From an optimization exercise on the open Yosys and OpenROAD flow, aimed at small area, a short achievable clock period and few clock cycles per item; shortcuts taken in it are not production practice.
In this exercise RTL edits were held to simulation tests only and were not proved equivalent to the original.
Power is estimated from default activity; no workload was simulated.

==> design/flow/design.v <==
`timescale 1ns / 1ps
package hcka_pkg;
    localparam int CH_W      = 8;
    localparam int HUE_W     = 9;
    localparam int BQ_W      = 3;      
    localparam int BR_W      = 6;      
    localparam int CFG_IDX_W = 1;
    localparam int CFG_W     = HUE_W;
    localparam int S_DATA_W  = 24;
    localparam int M_DATA_W  = 32;
    localparam logic [CFG_IDX_W-1:0] REG_HUE_LOW  = 1'b0;
    localparam logic [CFG_IDX_W-1:0] REG_HUE_HIGH = 1'b1;
    localparam logic [BQ_W-1:0] LO_Q_RST = 3'd2;
    localparam logic [BR_W-1:0] LO_R_RST = 6'd11;
    localparam logic [BQ_W-1:0] HI_Q_RST = 3'd2;
    localparam logic [BR_W-1:0] HI_R_RST = 6'd25;
endpackage
`timescale 1ns / 1ps
import hcka_pkg::*;
module hcka_sector (
    input  logic [hcka_pkg::CH_W-1:0]  red,
    input  logic [hcka_pkg::CH_W-1:0]  green,
    input  logic [hcka_pkg::CH_W-1:0]  blue,
    output logic [5:0]                 sext,     
    output logic [hcka_pkg::CH_W-1:0]  delta,
    output logic [hcka_pkg::CH_W-1:0]  t
);
    logic [CH_W:0] rg, gr, rb, br, gb, bg;
    assign rg = {1'b0, red}   - {1'b0, green};
    assign gr = {1'b0, green} - {1'b0, red};
    assign rb = {1'b0, red}   - {1'b0, blue};
    assign br = {1'b0, blue}  - {1'b0, red};
    assign gb = {1'b0, green} - {1'b0, blue};
    assign bg = {1'b0, blue}  - {1'b0, green};
    logic r_max, g_max;
    assign r_max = !rg[CH_W] && !rb[CH_W];
    assign g_max = !r_max && !gb[CH_W];
    assign sext[0] = r_max && !gb[CH_W];
    assign sext[5] = r_max &&  gb[CH_W];
    assign sext[1] = g_max && !rb[CH_W];
    assign sext[2] = g_max &&  rb[CH_W];
    assign sext[4] = !r_max && !g_max && !rg[CH_W];
    assign sext[3] = !r_max && !g_max &&  rg[CH_W];
    always_comb begin
        t     = ({CH_W{sext[0]}} & gb[CH_W-1:0]) | ({CH_W{sext[1]}} & gr[CH_W-1:0])
              | ({CH_W{sext[2]}} & br[CH_W-1:0]) | ({CH_W{sext[3]}} & bg[CH_W-1:0])
              | ({CH_W{sext[4]}} & rg[CH_W-1:0]) | ({CH_W{sext[5]}} & rb[CH_W-1:0]);
        delta = ({CH_W{sext[0]}} & rb[CH_W-1:0]) | ({CH_W{sext[1]}} & gb[CH_W-1:0])
              | ({CH_W{sext[2]}} & gr[CH_W-1:0]) | ({CH_W{sext[3]}} & br[CH_W-1:0])
              | ({CH_W{sext[4]}} & bg[CH_W-1:0]) | ({CH_W{sext[5]}} & rg[CH_W-1:0]);
    end
endmodule
module hcka_cmp (
    input  logic [5:0] a,
    input  logic [7:0] d,
    input  logic [7:0] t,
    input  logic       c,
    output logic       y
);
    wire n1, n2, n3, n4, n5, n6, n7, n8, n9, n10, n11, n12, n13, n14, n15, n16, n17, n18, n19, n20, n21, n22, n23, n24, n25, n26, n27, n28, n29, n30, n31, n32, n33, n34, n35, n36, n37, n38, n39, n40, n41, n42, n43, n44, n45, n46, n47, n48, n49, n50, n51, n52, n53, n54, n55, n56, n57, n58, n59, n60, n61, n62, n63, n64, n65, n66, n67, n68, n69, n70, n71, n72, n73, n74, n75, n76, n77, n78, n79, n80, n81, n82, n83, n84, n85, n86, n87, n88, n89, n90, n91, n92, n93, n94, n95, n96, n97, n98, n99, n100, n101, n102, n103, n104, n105, n106, n107, n108, n109, n110, n111, n112, n113, n114, n115, n116, n117, n118, n119, n120, n121, n122, n123, n124, n125, n126, n127, n128, n129, n130, n131, n132, n133, n134, n135, n136, n137, n138, n139, n140, n141, n142, n143, n144, n145, n146, n147, n148, n149, n150, n151, n152, n153, n154, n155, n156, n157, n158, n159, n160, n161, n162, n163, n164, n165, n166, n167, n168, n169, n170, n171, n172, n173, n174, n175, n176, n177, n178, n179, n180, n181, n182, n183, n184, n185, n186, n187, n188, n189, n190, n191, n192;
    assign n1 = (a[0] & d[4]) ^ (a[1] & d[3]);
    assign n2 = (a[0] & d[4]) & (a[1] & d[3]);
    assign n3 = (a[0] & d[5]) ^ (a[1] & d[4]) ^ (a[2] & d[3]);
    assign n4 = ((a[0] & d[5]) & (a[1] & d[4])) | ((a[0] & d[5]) & (a[2] & d[3])) | ((a[1] & d[4]) & (a[2] & d[3]));
    assign n5 = (a[3] & d[2]) ^ (a[4] & d[1]);
    assign n6 = (a[3] & d[2]) & (a[4] & d[1]);
    assign n7 = (a[0] & d[6]) ^ (a[1] & d[5]) ^ (a[2] & d[4]);
    assign n8 = ((a[0] & d[6]) & (a[1] & d[5])) | ((a[0] & d[6]) & (a[2] & d[4])) | ((a[1] & d[5]) & (a[2] & d[4]));
    assign n9 = (a[3] & d[3]) ^ (a[4] & d[2]) ^ (a[5] & d[1]);
    assign n10 = ((a[3] & d[3]) & (a[4] & d[2])) | ((a[3] & d[3]) & (a[5] & d[1])) | ((a[4] & d[2]) & (a[5] & d[1]));
    assign n11 = (a[0] & d[7]) ^ (a[1] & d[6]) ^ (a[2] & d[5]);
    assign n12 = ((a[0] & d[7]) & (a[1] & d[6])) | ((a[0] & d[7]) & (a[2] & d[5])) | ((a[1] & d[6]) & (a[2] & d[5]));
    assign n13 = (a[3] & d[4]) ^ (a[4] & d[3]) ^ (a[5] & d[2]);
    assign n14 = ((a[3] & d[4]) & (a[4] & d[3])) | ((a[3] & d[4]) & (a[5] & d[2])) | ((a[4] & d[3]) & (a[5] & d[2]));
    assign n15 = (a[1] & d[7]) ^ (a[2] & d[6]) ^ (a[3] & d[5]);
    assign n16 = ((a[1] & d[7]) & (a[2] & d[6])) | ((a[1] & d[7]) & (a[3] & d[5])) | ((a[2] & d[6]) & (a[3] & d[5]));
    assign n17 = (a[4] & d[4]) ^ (a[5] & d[3]);
    assign n18 = (a[4] & d[4]) & (a[5] & d[3]);
    assign n19 = (a[2] & d[7]) ^ (a[3] & d[6]) ^ (a[4] & d[5]);
    assign n20 = ((a[2] & d[7]) & (a[3] & d[6])) | ((a[2] & d[7]) & (a[4] & d[5])) | ((a[3] & d[6]) & (a[4] & d[5]));
    assign n21 = (a[0] & d[2]) ^ (a[1] & d[1]);
    assign n22 = (a[0] & d[2]) & (a[1] & d[1]);
    assign n23 = (a[0] & d[3]) ^ (a[1] & d[2]) ^ (a[2] & d[1]);
    assign n24 = ((a[0] & d[3]) & (a[1] & d[2])) | ((a[0] & d[3]) & (a[2] & d[1])) | ((a[1] & d[2]) & (a[2] & d[1]));
    assign n25 = (a[3] & d[0]) ^ t[1];
    assign n26 = (a[3] & d[0]) & t[1];
    assign n27 = (a[2] & d[2]) ^ (a[3] & d[1]) ^ (a[4] & d[0]);
    assign n28 = ((a[2] & d[2]) & (a[3] & d[1])) | ((a[2] & d[2]) & (a[4] & d[0])) | ((a[3] & d[1]) & (a[4] & d[0]));
    assign n29 = t[2] ^ 1'b1 ^ n1;
    assign n30 = (t[2] & 1'b1) | (t[2] & n1) | (1'b1 & n1);
    assign n31 = (a[5] & d[0]) ^ t[3] ^ 1'b1;
    assign n32 = ((a[5] & d[0]) & t[3]) | ((a[5] & d[0]) & 1'b1) | (t[3] & 1'b1);
    assign n33 = n3 ^ n5 ^ n2;
    assign n34 = (n3 & n5) | (n3 & n2) | (n5 & n2);
    assign n35 = t[4] ^ (~t[0]) ^ n7;
    assign n36 = (t[4] & (~t[0])) | (t[4] & n7) | ((~t[0]) & n7);
    assign n37 = n9 ^ n4 ^ n6;
    assign n38 = (n9 & n4) | (n9 & n6) | (n4 & n6);
    assign n39 = t[5] ^ (~t[1]) ^ n11;
    assign n40 = (t[5] & (~t[1])) | (t[5] & n11) | ((~t[1]) & n11);
    assign n41 = n13 ^ n8 ^ n10;
    assign n42 = (n13 & n8) | (n13 & n10) | (n8 & n10);
    assign n43 = t[6] ^ (~t[2]) ^ n15;
    assign n44 = (t[6] & (~t[2])) | (t[6] & n15) | ((~t[2]) & n15);
    assign n45 = n17 ^ n12 ^ n14;
    assign n46 = (n17 & n12) | (n17 & n14) | (n12 & n14);
    assign n47 = (a[5] & d[4]) ^ t[7] ^ (~t[3]);
    assign n48 = ((a[5] & d[4]) & t[7]) | ((a[5] & d[4]) & (~t[3])) | (t[7] & (~t[3]));
    assign n49 = n19 ^ n16 ^ n18;
    assign n50 = (n19 & n16) | (n19 & n18) | (n16 & n18);
    assign n51 = (a[3] & d[7]) ^ (a[4] & d[6]) ^ (a[5] & d[5]);
    assign n52 = ((a[3] & d[7]) & (a[4] & d[6])) | ((a[3] & d[7]) & (a[5] & d[5])) | ((a[4] & d[6]) & (a[5] & d[5]));
    assign n53 = (~t[4]) ^ n20;
    assign n54 = (~t[4]) & n20;
    assign n55 = (a[4] & d[7]) ^ (a[5] & d[6]);
    assign n56 = (a[4] & d[7]) & (a[5] & d[6]);
    assign n57 = (a[2] & d[0]) ^ t[0];
    assign n58 = (a[2] & d[0]) & t[0];
    assign n59 = 1'b1 ^ n23 ^ n25;
    assign n60 = (1'b1 & n23) | (1'b1 & n25) | (n23 & n25);
    assign n61 = n27 ^ n29 ^ n24;
    assign n62 = (n27 & n29) | (n27 & n24) | (n29 & n24);
    assign n63 = n31 ^ n33 ^ n28;
    assign n64 = (n31 & n33) | (n31 & n28) | (n33 & n28);
    assign n65 = n35 ^ n37 ^ n32;
    assign n66 = (n35 & n37) | (n35 & n32) | (n37 & n32);
    assign n67 = n39 ^ n41 ^ n36;
    assign n68 = (n39 & n41) | (n39 & n36) | (n41 & n36);
    assign n69 = n43 ^ n45 ^ n40;
    assign n70 = (n43 & n45) | (n43 & n40) | (n45 & n40);
    assign n71 = n47 ^ n49 ^ n44;
    assign n72 = (n47 & n49) | (n47 & n44) | (n49 & n44);
    assign n73 = n51 ^ n53 ^ n48;
    assign n74 = (n51 & n53) | (n51 & n48) | (n53 & n48);
    assign n75 = (~t[5]) ^ n55 ^ n52;
    assign n76 = ((~t[5]) & n55) | ((~t[5]) & n52) | (n55 & n52);
    assign n77 = (a[5] & d[7]) ^ (~t[6]);
    assign n78 = (a[5] & d[7]) & (~t[6]);
    assign n79 = (a[0] & d[0]) ^ (~c);
    assign n80 = (a[0] & d[0]) & (~c);
    assign n81 = (a[0] & d[1]) ^ (a[1] & d[0]) ^ 1'b1;
    assign n82 = ((a[0] & d[1]) & (a[1] & d[0])) | ((a[0] & d[1]) & 1'b1) | ((a[1] & d[0]) & 1'b1);
    assign n83 = 1'b1 ^ n21 ^ n57;
    assign n84 = (1'b1 & n21) | (1'b1 & n57) | (n21 & n57);
    assign n85 = n22 ^ n59 ^ n58;
    assign n86 = (n22 & n59) | (n22 & n58) | (n59 & n58);
    assign n87 = n26 ^ n61 ^ n60;
    assign n88 = (n26 & n61) | (n26 & n60) | (n61 & n60);
    assign n89 = n30 ^ n63 ^ n62;
    assign n90 = (n30 & n63) | (n30 & n62) | (n63 & n62);
    assign n91 = n34 ^ n65 ^ n64;
    assign n92 = (n34 & n65) | (n34 & n64) | (n65 & n64);
    assign n93 = n38 ^ n67 ^ n66;
    assign n94 = (n38 & n67) | (n38 & n66) | (n67 & n66);
    assign n95 = n42 ^ n69 ^ n68;
    assign n96 = (n42 & n69) | (n42 & n68) | (n69 & n68);
    assign n97 = n46 ^ n71 ^ n70;
    assign n98 = (n46 & n71) | (n46 & n70) | (n71 & n70);
    assign n99 = n50 ^ n73 ^ n72;
    assign n100 = (n50 & n73) | (n50 & n72) | (n73 & n72);
    assign n101 = n54 ^ n75 ^ n74;
    assign n102 = (n54 & n75) | (n54 & n74) | (n75 & n74);
    assign n103 = n56 ^ n77 ^ n76;
    assign n104 = (n56 & n77) | (n56 & n76) | (n77 & n76);
    assign n105 = (~t[7]) ^ n78;
    assign n106 = (~t[7]) & n78;
    assign n107 = (1'b1 & n79);
    assign n122 = (1'b1 | n79);
    assign n108 = (n81 & n80);
    assign n123 = (n81 | n80);
    assign n109 = (n83 & n82);
    assign n124 = (n83 | n82);
    assign n110 = (n85 & n84);
    assign n125 = (n85 | n84);
    assign n111 = (n87 & n86);
    assign n126 = (n87 | n86);
    assign n112 = (n89 & n88);
    assign n127 = (n89 | n88);
    assign n113 = (n91 & n90);
    assign n128 = (n91 | n90);
    assign n114 = (n93 & n92);
    assign n129 = (n93 | n92);
    assign n115 = (n95 & n94);
    assign n130 = (n95 | n94);
    assign n116 = (n97 & n96);
    assign n131 = (n97 | n96);
    assign n117 = (n99 & n98);
    assign n132 = (n99 | n98);
    assign n118 = (n101 & n100);
    assign n133 = (n101 | n100);
    assign n119 = (n103 & n102);
    assign n134 = (n103 | n102);
    assign n120 = (n105 & n104);
    assign n135 = (n105 | n104);
    assign n121 = (1'b1 & n106);
    assign n136 = (1'b1 | n106);
    assign n137 = n108 | (n123 & n107);
    assign n138 = n123 & n122;
    assign n139 = n110 | (n125 & n109);
    assign n140 = n125 & n124;
    assign n141 = n112 | (n127 & n111);
    assign n142 = n127 & n126;
    assign n143 = n114 | (n129 & n113);
    assign n144 = n129 & n128;
    assign n145 = n116 | (n131 & n115);
    assign n146 = n131 & n130;
    assign n147 = n118 | (n133 & n117);
    assign n148 = n133 & n132;
    assign n149 = n120 | (n135 & n119);
    assign n150 = n135 & n134;
    assign n151 = n109 | (n124 & n137);
    assign n152 = n124 & n138;
    assign n153 = n139 | (n140 & n137);
    assign n154 = n140 & n138;
    assign n155 = n113 | (n128 & n141);
    assign n156 = n128 & n142;
    assign n157 = n143 | (n144 & n141);
    assign n158 = n144 & n142;
    assign n159 = n117 | (n132 & n145);
    assign n160 = n132 & n146;
    assign n161 = n147 | (n148 & n145);
    assign n162 = n148 & n146;
    assign n163 = n121 | (n136 & n149);
    assign n164 = n136 & n150;
    assign n165 = n111 | (n126 & n153);
    assign n166 = n126 & n154;
    assign n167 = n141 | (n142 & n153);
    assign n168 = n142 & n154;
    assign n169 = n155 | (n156 & n153);
    assign n170 = n156 & n154;
    assign n171 = n157 | (n158 & n153);
    assign n172 = n158 & n154;
    assign n173 = n119 | (n134 & n161);
    assign n174 = n134 & n162;
    assign n175 = n149 | (n150 & n161);
    assign n176 = n150 & n162;
    assign n177 = n163 | (n164 & n161);
    assign n178 = n164 & n162;
    assign n179 = n115 | (n130 & n171);
    assign n180 = n130 & n172;
    assign n181 = n145 | (n146 & n171);
    assign n182 = n146 & n172;
    assign n183 = n159 | (n160 & n171);
    assign n184 = n160 & n172;
    assign n185 = n161 | (n162 & n171);
    assign n186 = n162 & n172;
    assign n187 = n173 | (n174 & n171);
    assign n188 = n174 & n172;
    assign n189 = n175 | (n176 & n171);
    assign n190 = n176 & n172;
    assign n191 = n177 | (n178 & n171);
    assign n192 = n178 & n172;
    assign y = 1'b1 ^ 1'b0 ^ n191;
endmodule
`timescale 1ns / 1ps
import hcka_pkg::*;
module hue_chroma_key_alpha_unit (
    input  logic                               aclk,
    input  logic                               aresetn,
    input  logic                               s_tvalid,
    output logic                               s_tready,
    input  logic [hcka_pkg::S_DATA_W-1:0]      s_tdata,    
    output logic                               m_tvalid,
    input  logic                               m_tready,
    output logic [hcka_pkg::M_DATA_W-1:0]      m_tdata,    
    input  logic                               cfg_wr_en,
    input  logic [hcka_pkg::CFG_IDX_W-1:0]     cfg_index,
    input  logic [hcka_pkg::CFG_W-1:0]         cfg_wdata
);
    logic [BQ_W-1:0] lo_q_reg, hi_q_reg;
    logic [BR_W-1:0] lo_r_reg, hi_r_reg;
    logic [BQ_W-1:0] wr_q_ge, wr_q_gt;
    logic [BR_W-1:0] wr_r_ge, wr_r_gt;
    logic [5:0]        sext;
    logic [CH_W-1:0]   delta;
    logic [CH_W-1:0]   t;
    logic [BQ_W-1:0]   sext_num;
    logic              lo_gt, lo_eq, hi_lt, hi_eq;
    logic                en1, en2;
    logic                v1_reg;
    logic [S_DATA_W-1:0] s1_rgb_reg;
    logic [CH_W-1:0]     s1_delta_reg, s1_t_reg;
    logic                s1_lo_gt_reg, s1_lo_eq_reg, s1_hi_lt_reg, s1_hi_eq_reg;
    logic                lo_lt, hi_le;
    logic                lo_in, hi_in;
    logic                key_reg;
    logic [S_DATA_W-1:0] rgb_reg;
    always_comb begin
        wr_q_ge = '0;
        wr_q_gt = '0;
        for (int k = 1; k <= 6; k++) begin
            if (cfg_wdata >= CFG_W'(60 * k)) wr_q_ge = BQ_W'(k);
            if (cfg_wdata >  CFG_W'(60 * k)) wr_q_gt = BQ_W'(k);
        end
    end
    assign wr_r_ge = {cfg_wdata[5:2] + {1'b0, wr_q_ge}, cfg_wdata[1:0]};
    assign wr_r_gt = {cfg_wdata[5:2] + {1'b0, wr_q_gt}, cfg_wdata[1:0]};
    always_ff @(posedge aclk) begin
        if (!aresetn) begin
            lo_q_reg <= LO_Q_RST;
            lo_r_reg <= LO_R_RST;
            hi_q_reg <= HI_Q_RST;
            hi_r_reg <= HI_R_RST;
        end else if (cfg_wr_en) begin
            unique case (cfg_index)
                REG_HUE_LOW:  begin lo_q_reg <= wr_q_ge; lo_r_reg <= wr_r_ge; end
                REG_HUE_HIGH: begin hi_q_reg <= wr_q_gt; hi_r_reg <= wr_r_gt; end
                default: ;
            endcase
        end
    end
    assign en2      = !m_tvalid || m_tready;
    assign en1      = !v1_reg || en2;
    assign s_tready = en1;
    always_ff @(posedge aclk) begin
        if (!aresetn) begin
            v1_reg   <= 1'b0;
            m_tvalid <= 1'b0;
        end else begin
            if (en1) v1_reg   <= s_tvalid;
            if (en2) m_tvalid <= v1_reg;
        end
    end
    hcka_sector u_sector (
        .red   (s_tdata[7:0]),
        .green (s_tdata[15:8]),
        .blue  (s_tdata[23:16]),
        .sext  (sext),
        .delta (delta),
        .t     (t)
    );
    always_comb begin
        sext_num = '0;
        for (int k = 0; k < 6; k++) if (sext[k]) sext_num = BQ_W'(k);
    end
    assign lo_gt = sext_num > lo_q_reg;
    assign lo_eq = sext_num == lo_q_reg;
    assign hi_lt = sext_num < hi_q_reg;
    assign hi_eq = sext_num == hi_q_reg;
    always_ff @(posedge aclk) begin
        if (en1) begin
            s1_rgb_reg   <= s_tdata;
            s1_delta_reg <= delta;
            s1_t_reg     <= t;
            s1_lo_gt_reg <= lo_gt;
            s1_lo_eq_reg <= lo_eq;
            s1_hi_lt_reg <= hi_lt;
            s1_hi_eq_reg <= hi_eq;
        end
    end
    hcka_cmp u_lo (.a(lo_r_reg), .d(s1_delta_reg), .t(s1_t_reg), .c(1'b0), .y(lo_lt));
    hcka_cmp u_hi (.a(hi_r_reg), .d(s1_delta_reg), .t(s1_t_reg), .c(1'b1), .y(hi_le));
    assign lo_in = s1_lo_gt_reg || (s1_lo_eq_reg && lo_lt);
    assign hi_in = s1_hi_lt_reg || (s1_hi_eq_reg && !hi_le);
    always_ff @(posedge aclk) begin
        if (en2) begin
            key_reg <= lo_in && hi_in;
            rgb_reg <= s1_rgb_reg;
        end
    end
    assign m_tdata = {{CH_W{!key_reg}}, rgb_reg};
endmodule
==> design/flow/run.sh <==
#!/bin/bash
# synth_recipe.tcl (not shown) runs the flow's synth.tcl, then flattens the netlist and writes it again
# the make line also repeats each setting of config.mk as NAME=value (left out here)
make -C /OpenROAD-flow-scripts/flow DESIGN_CONFIG=/design/flow/config.mk WORK_HOME=/design/flow/orfs CLKGATE_MAP_FILE= SYNTH_SCRIPT=/design/flow/synth_recipe.tcl finish
==> design/flow/config.mk <==
export PLATFORM = sky130hd
export DESIGN_NAME = hue_chroma_key_alpha_unit
export DESIGN_NICKNAME = hue_chroma_key_alpha_unit
export VERILOG_FILES = /design/flow/design.v
export SDC_FILE = /design/flow/constraint.sdc
export NUM_CORES = 4
export LEC_CHECK = 0
export CAP_MARGIN = 20
export CORE_MARGIN = 2
export CORE_UTILIZATION = 40
export SETUP_SLACK_MARGIN = 1.5
export SLEW_MARGIN = 20
==> design/flow/constraint.sdc <==
create_clock -name core_clock -period 6.0 [get_ports {aclk}]
set_input_delay 1.2000 -clock core_clock [delete_from_list [all_inputs] [get_ports {aclk}]]
set_output_delay 1.2000 -clock core_clock [all_outputs]
set_load 0.01 [all_outputs]
==> summary.txt, run 1 <==
Outcome
  • Status: no timing/DRC/antenna violations

Pwr
  • VDD IR max: 0.285 mV
  • Clock power frac: 0.128
  • Register share of total power: 0.202
  • Pwr Density: 390 mW/mm²
  • Pleak: 4.75 nW
  • Comb power frac: 0.670
  • Sw Ratio: 0.443
  • Internal power: 0.00235 W
  • Switching Power: 0.00187 W

Timing
  • Setup violators final: 0
  • Tcrit/Tclk final: 0.727
  • Final clock skew: 0.0191 ns
  • Max Slew Vio Count: 0
  • Min Tclk post-route: 4.36 ns
  • Final WS setup: 1.64 ns
  • Worst-margin pin slew: 0.828 ns
  • Hold Vio Cnt, Final: 0
  • RSZ-0062 raised after global routing: no
  • Setup TNS: 0 ns
  • FMAX: 0.229 GHz
  • Max transition margin: 0.441

Logic synthesis
  • Register area share after synthesis: 0.262
  • Netlist cell types: 74
  • Synth top area share: 0.219
  • FF+latch count, synth: 89
  • Top cell type by total area after synthesis: edfxtp_1
  • Post-synth EDFFs: 69
  • Top post-synthesis cells by area: edfxtp_1 22%, fa_1 17%, ha_1 12%
  • Main flop type after synthesis: edfxtp_1
  • Post-Syn Nets: 1,219
  • Synthesized area per cell: 9.35 µm²
  • Mapped cell area: 0.00945 mm²
  • Cells after Synth: 1,011
  • Async set-reset flop share out of synthesis: 0
  • Yosys Warn Count: 2

Layout
  • Commonest non-fill, non-tap cell in the layout: inv_1
  • FILL cells: 2,319
  • Layout cell share with drive strength beyond 1: 0.0747
  • Multi-input logic area: 0.00617 mm²
  • # diodes: 0
  • Seq. cell area: 0.00248 mm²
  • Area Growth Syn to Fin: 14.5%
  • Most frequent cells in the layout: 153 x inv_1, 104 x nand2_1, 87 x ha_1, 82 x fa_1, 72 x clkdlybuf4s50_1
  • Fin nets: 1,274
  • Final Util: 0.464

Global routing
  • Gr usage total: 0.197
  • Largest net degree at the start of global routing: 29
  • Overflow after GRT: 0
  • First-pass GRT wire length: 37,800 µm
  • Vias in the first global route: 7,113
  • Initial antenna violation count: 0

Placed design
  • Buffers on Ports: 72
  • Final RePlAce weighted congestion: 0.908
  • Post-Place Setup Slack: 1.17 ns
  • Dpl hpwl: 18,300 µm

Clock network
  • Max clock buf depth: 2
  • H-tree levels: 3
  • CTS sink cnt: 89
  • CTS tree: yes
  • Hold Buf Count CTS: 0
  • Clk latency of the worst-skew pair: 0.36 ns
  • Cts bufs inserted: 9
  • Clock root cell: clkbuf_16
  • Clk slew on worst S/H paths: 0.08 ns

Route
  • Vias per cell: 5.33
  • Final WL: 23,700 µm
  • Routed vias: 7,413
  • Initial drt markers: 643
  • DRC: 0
  • Wire length per cell: 17.1 µm
  • Pre-Repair DR Iteration Count: 7
  • Antenna Nets Post-Route: 0

Critical path
  • Flop-to-flop setup slack: 1.64 ns
  • Reg-to-reg startpoint: s1_delta_reg[6]$_DFFE_PP_
  • WP data required: 6.23 ns
  • Critical path startpoint category: flip-flop
  • Critical Path Most Common Cell: fa_1
  • Crit-path cells: and2_4, fa_1, inv_1, fa_1, fa_1, inv_1, fa_1, maj3_1, o31a_1, maj3_1, o2111ai_2, o211a_1
  • Slowest CP cell: fa_1
  • R2R cell count: 12
  • Crit-path max FO: 7
  • FF-to-FF End: key_reg$_DFFE_PP_
  • Crit Path Class: flip-flop to flip-flop
  • WP data arrival: 4.59 ns
  • Max incr delay on CP: 0.55 ns
  • CP endpoint kind: flip-flop

Die
  • Die Area: 0.0249 mm²
  • # rows: 56
  • Die height: 158 µm
  • Die Width: 158 µm
  • Core ar.: 0.0233 mm²
  • Starting Density: 0.405
  • I/O pin total: 73

Worst hold path
  • Hold Path Stages: 0
  • Min-delay worst type: flip-flop to flip-flop
  • Worst Hold Launch: s1_rgb_reg[22]$_DFFE_PP_
  • Hold EP: rgb_reg[22]$_DFFE_PP_

Job
  • Maximum Capacitance Violations: 0
-- worst max path at each step --
stage          slack [ns]  cells past startpoint                     end                       from
2_1_floorplan        1.70                     14       key_reg$_DFFE_PP_  s1_delta_reg[3]$_DFFE_PP_
3_3_place_gp         1.27                     12  s1_lo_gt_reg$_DFFE_PP_                s_tdata[17]
3_5_place_dp         1.17                     12  s1_lo_gt_reg$_DFFE_PP_                s_tdata[17]
4_1_cts              1.51                     12       key_reg$_DFFE_PP_  s1_delta_reg[4]$_DFFE_PP_
5_1_grt              1.50                     12       key_reg$_DFFE_PP_  s1_delta_reg[6]$_DFFE_PP_
6_report             1.64                     12       key_reg$_DFFE_PP_  s1_delta_reg[6]$_DFFE_PP_
-- critical path: cells and delay by family, from the launching register on --
kind	cells	cell delay, ns
AO/OA/AOI/OAI	3	0.66
AND/OR/NAND/NOR	1	0.22
flip-flops	1	0.52
buffers and inverters	2	0.10
adder cells (fa/ha/maj)	6	2.74
-- cells in the mapped netlist, types with 8 or more instances --
master,n
nor2_1,27
fa_1,82
dfxtp_1,20
o21ai_0,39
a21oi_1,42
buf_2,17
clkbuf_1,28
xor2_1,11
a21boi_0,8
nand2b_1,8
a21o_1,24
inv_1,154
and3_1,15
nand2_1,106
a211oi_1,9
o22ai_1,12
nor2b_1,17
ha_1,87
xnor2_1,17
buf_4,8
a2111oi_0,8
nor3_1,10
edfxtp_1,69
nand3_1,16
a221oi_1,9
and2_1,53
-- layer usage --
metal,share of wire,global-route usage,vias to the layer above
li1,-,-,3575
met1,0.44,0.251,3605
met2,0.49,0.336,191
met3,0.040,0.0307,42
met4,0.029,0.0736,0
met5,0,0,-
-- power groups by stage --
stage	Combinational, W	Sequential (W)	Clock [W]
final	0.00282	0.000852	0.000541
after global routing	0.00327	0.000863	0.000578
after CTS	0.00275	0.000859	0.000554
after detailed placement	0.00266	0.000901	0
after global placement	0.00261	0.000901	0
after floorplan	0.00212	0.000812	0
-- layout make-up --
cell class	instances	area share
clock inverter	7	0.00486
multi-input combinational	714	0.570
sequential	89	0.230
timing repair buffer	98	0.0842
clock buffer	9	0.0208
inverter	154	0.0534
tap	319	0.0369
-- per-stage QoR --
step	power [W]	instance area (µm²)	hold WS (ns)	cells
detailed placement	0.00356	10300	0.405	1352
CTS	0.00417	10700	0.420	1380
floorplan	0.00293	9450	0.400	1011
global route	0.00471	10800	0.424	1390
finish	0.00422	10800	0.420	1390
global placement	0.00351	10300	0.402	1352
-- kinds of logic (layout without fill, tap and decap cells) --
logic type | after synthesis | count (layout) | synth area share
AND/OR/NAND/NOR | 281 | 281 | 0.153
AO/OA/AOI/OAI | 224 | 224 | 0.169
buffers and inverters | 208 | 268 | 0.0888
adder cells (fa/ha/maj) | 175 | 175 | 0.295
flip-flops | 89 | 89 | 0.262
XOR/XNOR | 28 | 28 | 0.0259
multiplexers | 6 | 6 | 0.00675
-- repair_timing --
action,4_1_cts,5_1_grt
setup buffers,12,10
pin swaps,0,8
endpoints found under the setup margin,1,6
resized for setup,3,16
Testbench counts, summed over its fixed seeds: cycles 16,400, items 16,384.
==> inputs of run 2 (changes only) <==
--- a/design/flow/config.mk
+++ b/design/flow/config.mk
@@ -10,3 +10,3 @@
 export CORE_UTILIZATION = 40
-export SETUP_SLACK_MARGIN = 1.5
+export SETUP_SLACK_MARGIN = 2.5
 export SLEW_MARGIN = 20
==> summary.txt, run 2 <==
Outcome
  • Status: no timing/DRC/antenna violations

Worst hold path
  • Worst Hold Launch: s1_rgb_reg[0]$_DFFE_PP_
  • Hold EP: rgb_reg[0]$_DFFE_PP_
  • Hold Path Stages: 0 (unchanged)
  • Min-delay worst type: flip-flop to flip-flop

Global routing
  • Initial antenna violation count: 0 (unchanged)
  • First-pass GRT wire length: 39,600 µm (+4.8%)
  • Vias in the first global route: 7,514 (+5.6%)
  • Largest net degree at the start of global routing: 45 (+55%)
  • Gr usage total: 0.205 (+0.00815)
  • Overflow after GRT: 0 (unchanged)

Critical path
  • Crit-path max FO: 5 (-2)
  • Critical path startpoint category: flip-flop
  • R2R cell count: 13 (+1)
  • Crit Path Class: flip-flop to flip-flop
  • Flop-to-flop setup slack: 1.72 ns (+0.08 ns)
  • Reg-to-reg startpoint: s1_delta_reg[5]$_DFFE_PP_
  • FF-to-FF End: key_reg$_DFFE_PP_
  • WP data arrival: 4.39 ns (-0.20 ns)
  • CP endpoint kind: flip-flop
  • WP data required: 6.11 ns (-0.12 ns)

Timing
  • Worst-margin pin slew: 0.701 ns (-0.127 ns)
  • Setup TNS: 0 ns (unchanged)
  • Max transition margin: 0.531 (+0.0903)
  • Tcrit/Tclk final: 0.713 (-0.0138)
  • RSZ-0062 raised after global routing: yes
  • Min Tclk post-route: 4.28 ns (-0.0827 ns)
  • Hold Vio Cnt, Final: 0 (unchanged)
  • Setup violators final: 0 (unchanged)
  • Final clock skew: 0.0106 ns (-0.00852 ns)
  • FMAX: 0.234 GHz (+1.9%)
  • Max Slew Vio Count: 0 (unchanged)

Logic synthesis
  • Main flop type after synthesis: edfxtp_1
  • Top cell type by total area after synthesis: edfxtp_1
  • Top post-synthesis cells by area: edfxtp_1 22%, fa_1 17%, ha_1 12%
  • Register area share after synthesis: 0.262 (unchanged)
  • Mapped cell area: 0.00945 mm² (unchanged)
  • Synthesized area per cell: 9.35 µm² (unchanged)
  • FF+latch count, synth: 89 (unchanged)
  • Commonest cells in the synthesized netlist: 154 x inv_1, 106 x nand2_1, 87 x ha_1
  • Async set-reset flop share out of synthesis: 0 (unchanged)
  • Cell with the most instances after synthesis: inv_1
  • Synth top area share: 0.219 (unchanged)
  • Netlist cell types: 74 (unchanged)
  • Cells after Synth: 1,011 (unchanged)
  • Post-Syn Nets: 1,219 (unchanged)
  • Yosys Warn Count: 2 (unchanged)
  • Post-synth EDFFs: 69 (unchanged)

Layout
  • Fin nets: 1,312 (+3.0%)
  • Commonest non-fill, non-tap cell in the layout: inv_1
  • Final Util: 0.498 (+0.0338)
  • Area Growth Syn to Fin: 22.9%
  • # diodes: 0 (unchanged)
  • Final design instance area without fill: 0.0116 mm² (+7.3%)
  • Layout cell share with drive strength beyond 1: 0.179 (+0.105)
  • Most frequent cells in the layout: 146 x inv_1, 102 x nand2_1, 78 x fa_1, 69 x edfxtp_1, 59 x ha_1
  • FILL cells: 2,202 (-5.0%)

Die
  • Die Width: 158 µm (unchanged)
  • I/O pin total: 73 (unchanged)
  • Starting Density: 0.405 (unchanged)
  • Die Area: 0.0249 mm² (unchanged)
  • Die height: 158 µm (unchanged)
  • # rows: 56 (unchanged)
  • Core ar.: 0.0233 mm² (unchanged)

Job
  • Maximum Capacitance Violations: 0 (unchanged)

Route
  • Routed vias: 7,650 (+3.2%)
  • Initial drt markers: 594 (-7.6%)
  • Vias per cell: 5.36 (+0.45%)
  • Final WL: 24,600 µm (+3.4%)
  • Pre-Repair DR Iteration Count: 5 (-2)
  • Wire length per cell: 17.2 µm (+0.64%)
  • DRC: 0 (unchanged)
  • Antenna Nets Post-Route: 0 (unchanged)

Placed design
  • Placed cell area: 0.0104 mm² (+0.33%)
  • Dpl hpwl: 17,900 µm (-2.2%)
  • Final RePlAce weighted congestion: 0.907 (about the same)
  • Buffers on Ports: 72 (unchanged)

Clock network
  • Clk latency of the worst-skew pair: 0.36 ns (about the same)
  • H-tree levels: 3 (unchanged)
  • CTS sink cnt: 89 (unchanged)
  • CTS tree: yes
  • Max clock buf depth: 2 (unchanged)
  • Hold Buf Count CTS: 0 (unchanged)
  • Clk slew on worst S/H paths: 0.07 ns (about the same)
  • Clock root cell: clkbuf_16
  • Cts bufs inserted: 9 (unchanged)

Pwr
  • VDD IR max: 0.255 mV (-11%)
  • Pwr Density: 390 mW/mm² (+0.15%)
  • Pleak: 5.06 nW (+6.6%)
run 2: kinds of logic after synthesis:
kind of cell / after synthesis / share of synthesized area
buffers and inverters: 208 / 0.0888
AO/OA/AOI/OAI: 224 / 0.169
adder cells (fa/ha/maj): 175 / 0.295
AND/OR/NAND/NOR: 281 / 0.153
multiplexers: 6 / 0.00675
XOR/XNOR: 28 / 0.0259
flip-flops: 89 / 0.262
run 2: layer usage:
layer / track usage / share of wire / vias up
met5: 0 / 0.0020 / -
met4: 0.0537 / 0.017 / 2
met3: 0.0318 / 0.056 / 37
met2: 0.326 / 0.46 / 229
met1: 0.291 / 0.47 / 3721
li1: - / - / 3661
run 2: where the power goes:
part	internal (W)	leakage, nW	total (W)	switching [W]
Clock	0.000281	0.123	0.000527	0.000245
Combinational	0.00148	4.04	0.00316	0.00168
Sequential	0.000759	0.897	0.000845	0.0000858
run 2: worst max-delay path by stage:
| stage | startpoint | slack [ns] | end | depth (start not counted) |
|---|---|---|---|---|
| 6_report | s1_delta_reg[5]$_DFFE_PP_ | 1.72 | key_reg$_DFFE_PP_ | 13 |
| 5_1_grt | s1_delta_reg[5]$_DFFE_PP_ | 1.58 | key_reg$_DFFE_PP_ | 13 |
| 4_1_cts | s1_delta_reg[4]$_DFFE_PP_ | 1.74 | key_reg$_DFFE_PP_ | 13 |
| 3_5_place_dp | s_tdata[17] | 1.31 | s1_lo_gt_reg$_DFFE_PP_ | 10 |
| 3_3_place_gp | s_tdata[17] | 1.30 | s1_lo_eq_reg$_DFFE_PP_ | 9 |
| 2_1_floorplan | s1_delta_reg[6]$_DFFE_PP_ | 1.96 | key_reg$_DFFE_PP_ | 13 |
run 2: final cells by class:
type	instances	area, µm²	share of cell area
clock buffers	10	229	0.0197
inverters	154	578	0.0498
clock inverters	6	43.8	0.00377
repair buffers	133	1190	0.103
flip-flops and latches	89	2490	0.214
well taps	319	399	0.0344
multi-input cells	717	6680	0.576
run 2: timing repair:
action | CTS | global route
gates cloned | 3 | 1
pin swaps | 30 | 29
setup endpoints to repair | 27 | 22
gates resized for setup | 124 | 65
buffers inserted | 43 | 13
endpoints found under the hold margin | 0 | 0
run 2: critical path: stages (launching register included):
cell	delay, ns
edfxtp_1	0.44
buf_4	0.17
and2_1	0.16
fa_1	0.50
inv_1	0.05
fa_1	0.48
fa_1	0.51
fa_1	0.50
nor2b_1	0.05
maj3_2	0.31
maj3_2	0.32
a221oi_4	0.23
a2111oi_2	0.06
o211a_1	0.24
run 2: through the flow:
step	cells	power, W	setup WS (ns)	hold WS (ns)
2_1_floorplan	1011	0.00301	1.96	0.400
3_3_place_gp	1352	0.00357	1.30	0.402
3_5_place_dp	1352	0.00364	1.31	0.405
4_1_cts	1414	0.00451	1.74	0.412
5_1_grt	1428	0.00504	1.58	0.413
6_report	1428	0.00453	1.72	0.412
==> inputs of run 3 (changes only) <==
--- a/design/flow/config.mk
+++ b/design/flow/config.mk
@@ -10,3 +10,2 @@
 export CORE_UTILIZATION = 40
-export SETUP_SLACK_MARGIN = 2.5
 export SLEW_MARGIN = 20
==> summary.txt, run 3 <==
Critical path
  • Flop-to-flop setup slack: 1.38 ns (-0.34 ns)
  • Top delay family on crit path: adder cells
  • WP data arrival: 4.73 ns (+0.34 ns)
  • Crit Path Class: flip-flop to flip-flop
  • CP endpoint kind: flip-flop
  • Max incr delay on CP: 0.66 ns (+0.15 ns)
  • Crit-path max FO: 12 (+7)
  • CP Buf/Inv Count: 2 (unchanged)
  • Reg-to-reg startpoint: s1_delta_reg[2]$_DFFE_PP_
  • Critical path startpoint category: flip-flop
  • Setup crit end: key_reg$_DFFE_PP_
  • Critical Path Most Common Cell: fa_1
  • Worst setup path start: s1_delta_reg[2]$_DFFE_PP_
  • FF-to-FF End: key_reg$_DFFE_PP_
  • Slowest CP cell: edfxtp_1
  • Critical path depth in cells: 13 (unchanged)
  • Crit-path cells: nand2_1, fa_1, inv_1, fa_1, inv_1, fa_1, fa_1, nor2b_1, maj3_1, maj3_1, a221oi_1, a2111oi_0, o211a_1
  • WP data required: 6.11 ns (about the same)
  • R2R cell count: 13 (unchanged)

Die
  • Die Area: 0.0249 mm² (unchanged)
  • # rows: 56 (unchanged)
  • Die Width: 158 µm (unchanged)
  • Core ar.: 0.0233 mm² (unchanged)
  • Starting Density: 0.405 (unchanged)
  • I/O pin total: 73 (unchanged)
  • Die height: 158 µm (unchanged)

Timing
  • Max transition margin: 0.491 (-0.0402)
  • Max Slew Vio Count: 0 (unchanged)
  • Setup TNS: 0 ns (unchanged)
  • Min Tclk post-route: 4.62 ns (+0.339 ns)
  • Final clock skew: 0.0179 ns (+0.00733 ns)
  • Hold Vio Cnt, Final: 0 (unchanged)
  • Worst hold slack: 0.420 ns (+0.00890 ns)
  • RSZ-0062 raised after global routing: no
  • FMAX: 0.217 GHz (-7.3%)
  • Setup violators final: 0 (unchanged)
  • Worst-margin pin slew: 0.754 ns (+0.0529 ns)
  • Tcrit/Tclk final: 0.770 (+0.0565)

Logic synthesis
  • Top post-synthesis cells by area: edfxtp_1 22%, fa_1 17%, ha_1 12%
  • Commonest cells in the synthesized netlist: 154 x inv_1, 106 x nand2_1, 87 x ha_1
  • Post-Syn Nets: 1,219 (unchanged)
  • FF+latch count, synth: 89 (unchanged)
  • Yosys Warn Count: 2 (unchanged)
  • Async set-reset flop share out of synthesis: 0 (unchanged)
  • Mapped cell area: 0.00945 mm² (unchanged)
  • Post-synth EDFFs: 69 (unchanged)
  • Synth top area share: 0.219 (unchanged)
  • Cells after Synth: 1,011 (unchanged)
  • Top cell type by total area after synthesis: edfxtp_1
  • Netlist cell types: 74 (unchanged)
  • Register area share after synthesis: 0.262 (unchanged)
  • Synthesized area per cell: 9.35 µm² (unchanged)
  • Cell with the most instances after synthesis: inv_1
  • Main flop type after synthesis: edfxtp_1

Global routing
  • Overflow after GRT: 0 (unchanged)
  • Vias in the first global route: 7,044 (-6.3%)
  • Largest net degree at the start of global routing: 29 (-36%)
  • Gr usage total: 0.195 (-0.0101)
  • Initial antenna violation count: 0 (unchanged)
  • First-pass GRT wire length: 37,500 µm (-5.3%)

Placed design
  • Final RePlAce weighted congestion: 0.908 (about the same)
  • Dpl hpwl: 18,300 µm (+2.2%)
  • Buffers on Ports: 72 (unchanged)

Layout
  • Fin nets: 1,252 (-4.6%)
  • Most frequent cells in the layout: 153 x inv_1, 105 x nand2_1, 87 x ha_1, 82 x fa_1, 72 x clkdlybuf4s50_1
  • # diodes: 0 (unchanged)
  • Area Growth Syn to Fin: 12.4%
  • Final Util: 0.455 (-0.0425)
  • Layout cell share with drive strength beyond 1: 0.0381 (-0.141)
  • Commonest non-fill, non-tap cell in the layout: inv_1

Route
  • Routed vias: 7,333 (-4.1%)
  • Pre-Repair DR Iteration Count: 5 (unchanged)
  • Initial drt markers: 623 (+4.9%)
  • M1 WL: 10,300 µm (-10%)
  • Final WL: 23,300 µm (-5.2%)
  • Antenna Nets Post-Route: 0 (unchanged)
  • Wire length per cell: 17.0 µm (-0.99%)
  • DRC: 0 (unchanged)
  • Detail Route met3 WL: 1030 µm (-25%)
  • WL met2: 11,200 µm (+0.12%)
  • Vias per cell: 5.36 (about the same)
  • DR top layer: met4

Clock network
  • Cts bufs inserted: 9 (unchanged)
  • Clock root cell: clkbuf_16
  • CTS tree: yes
  • Max clock buf depth: 2 (unchanged)
  • Clk slew on worst S/H paths: 0.07 ns (about the same)
  • Cts repair resizes: 0 (-100%)
  • Clk latency of the worst-skew pair: 0.36 ns (about the same)
  • H-tree levels: 3 (unchanged)
  • CTS sink cnt: 89 (unchanged)
  • Post-CTS Setup Inserts: 0 (-100%)
  • Hold Buf Count CTS: 0 (unchanged)

Pwr
  • Pleak: 4.64 nW (-8.4%)
  • VDD IR max: 0.259 mV (+1.7%)
  • Register share of total power: 0.217 (+0.030)
  • Clock power frac: 0.132 (+0.016)
  • Internal power: 0.00227 W (-10%)
  • Switching Power: 0.00181 W (-9.6%)
  • Sw Ratio: 0.444 (+0.000894)
  • Comb power frac: 0.651 (-0.046)
  • Pwr Density: 385 mW/mm² (-1.4%)

Worst hold path
  • Min-delay worst type: flip-flop to flip-flop

Outcome
  • Status: no timing/DRC/antenna violations

Job
  • Maximum Capacitance Violations: 0 (unchanged)
## run 3: cell types whose count changed in the layout (fill, tap and decap cells not counted), sizes merged
cell           before  now
clkinvlp            3    2
dlymetal6s2s       10    0
dlygate4sd2        10    0
clkbuf             16    9
o22a                4    2
buf                62    4
inv               155  157
clkdlybuf4s15       6    0
o21a                5    4
clkdlybuf4s50      39   72
## run 3: worst min path at each step
stage	startpoint	endpoint	slack, ns	depth (start not counted)
after floorplan	s1_rgb_reg[0]$_DFFE_PP_	rgb_reg[0]$_DFFE_PP_	0.40	0
after global placement	s1_rgb_reg[0]$_DFFE_PP_	rgb_reg[0]$_DFFE_PP_	0.40	0
after detailed placement	s1_rgb_reg[9]$_DFFE_PP_	rgb_reg[9]$_DFFE_PP_	0.40	0
after CTS	s1_rgb_reg[9]$_DFFE_PP_	rgb_reg[9]$_DFFE_PP_	0.42	0
after global routing	s1_rgb_reg[22]$_DFFE_PP_	rgb_reg[22]$_DFFE_PP_	0.42	0
final	s1_rgb_reg[9]$_DFFE_PP_	rgb_reg[9]$_DFFE_PP_	0.42	0
## run 3: power groups by stage
stage	clock network [W]	registers (W)	logic (W)
after floorplan	0	0.000812	0.00212
after global placement	0	0.000901	0.00261
after detailed placement	0	0.000901	0.00266
after CTS	0.000554	0.000887	0.00268
after global routing	0.000578	0.000899	0.00308
final	0.000541	0.000885	0.00266
## run 3: metal layers
metal | global-route usage | vias up
met5 | 0 | -
met4 | 0.0727 | 0
met3 | 0.0301 | 42
met2 | 0.329 | 221
met1 | 0.252 | 3541
li1 | - | 3529
## run 3: stage by stage
stage                     setup WS [ns]  area, µm²  instances  power [W]
after global routing               1.19      10600       1368    0.00456
after detailed placement           1.17      10300       1352    0.00356
final                              1.38      10600       1368    0.00409
after floorplan                    1.70       9450       1011    0.00293
after CTS                          1.39      10600       1368    0.00412
after global placement             1.27      10300       1352    0.00351
## run 3: layout make-up
cell class                 instances  area, µm²
fill                            2320      12700
multi-input combinational        714       6140
sequential                        89       2470
timing repair buffer              76        751
inverter                         154        578
tap                              319        399
clock buffer                       9        225
clock inverter                     7       52.6
## run 3: worst register-to-register path, stage by stage, from the launching register on
cell       delay (ns)
edfxtp_1         0.66
nand2_1          0.16
fa_1             0.52
inv_1            0.05
fa_1             0.52
inv_1            0.05
fa_1             0.47
fa_1             0.53
nor2b_1          0.05
maj3_1           0.36
maj3_1           0.36
a221oi_1         0.30
a2111oi_0        0.12
o211a_1          0.24
## run 3: logic make-up (layout without fill, tap and decap cells)
logic type / count (synthesis) / after routing / synth area share
compound gates: 224 / 224 / 0.169
xor+xnor: 28 / 28 / 0.0259
fa+ha+maj: 175 / 175 / 0.295
buf+inv: 208 / 246 / 0.0888
flops: 89 / 89 / 0.262
mux: 6 / 6 / 0.00675
simple gates: 281 / 281 / 0.153

re-timing with driven ports:
How much do the figures lean on ideal ports? The routed layouts below were timed once more, with nothing changed but the port constraints. Step 1 assumes that a clkbuf_16 drives the clock port and a buf_2 every other input. Step 2 adds t to the input delays and takes it off the output delays; t is the mean of the earliest and latest rising clock arrival at the registers after step 1. Input paths then give back, and output paths get back, about the clock's delay inside the block. a / b / c = ideal / step 1 / step 2; a / b = the first two.
run | shift t [ns] | setup WS [ns] | hold slack, ns | worst setup path at the end | worst data-port slew with drivers (ns)
run 1 | 0.391 | 1.639 / 1.639 / 1.431 | 0.420 / 0.420 / 0.420 | input to register | 0.04
run 2 | 0.391 | 1.721 / 1.721 / 1.721 | 0.412 / 0.412 / 0.412 | register to register | 0.04
run 3 | 0.391 | 1.382 / 1.382 / 1.094 | 0.420 / 0.420 / 0.420 | input to register | 0.04
After both steps every run listed still meets setup and hold. For run 3, which loses most, drivers alone change the setup slack by 0.000 ns; drivers and shift together by -0.288 ns.
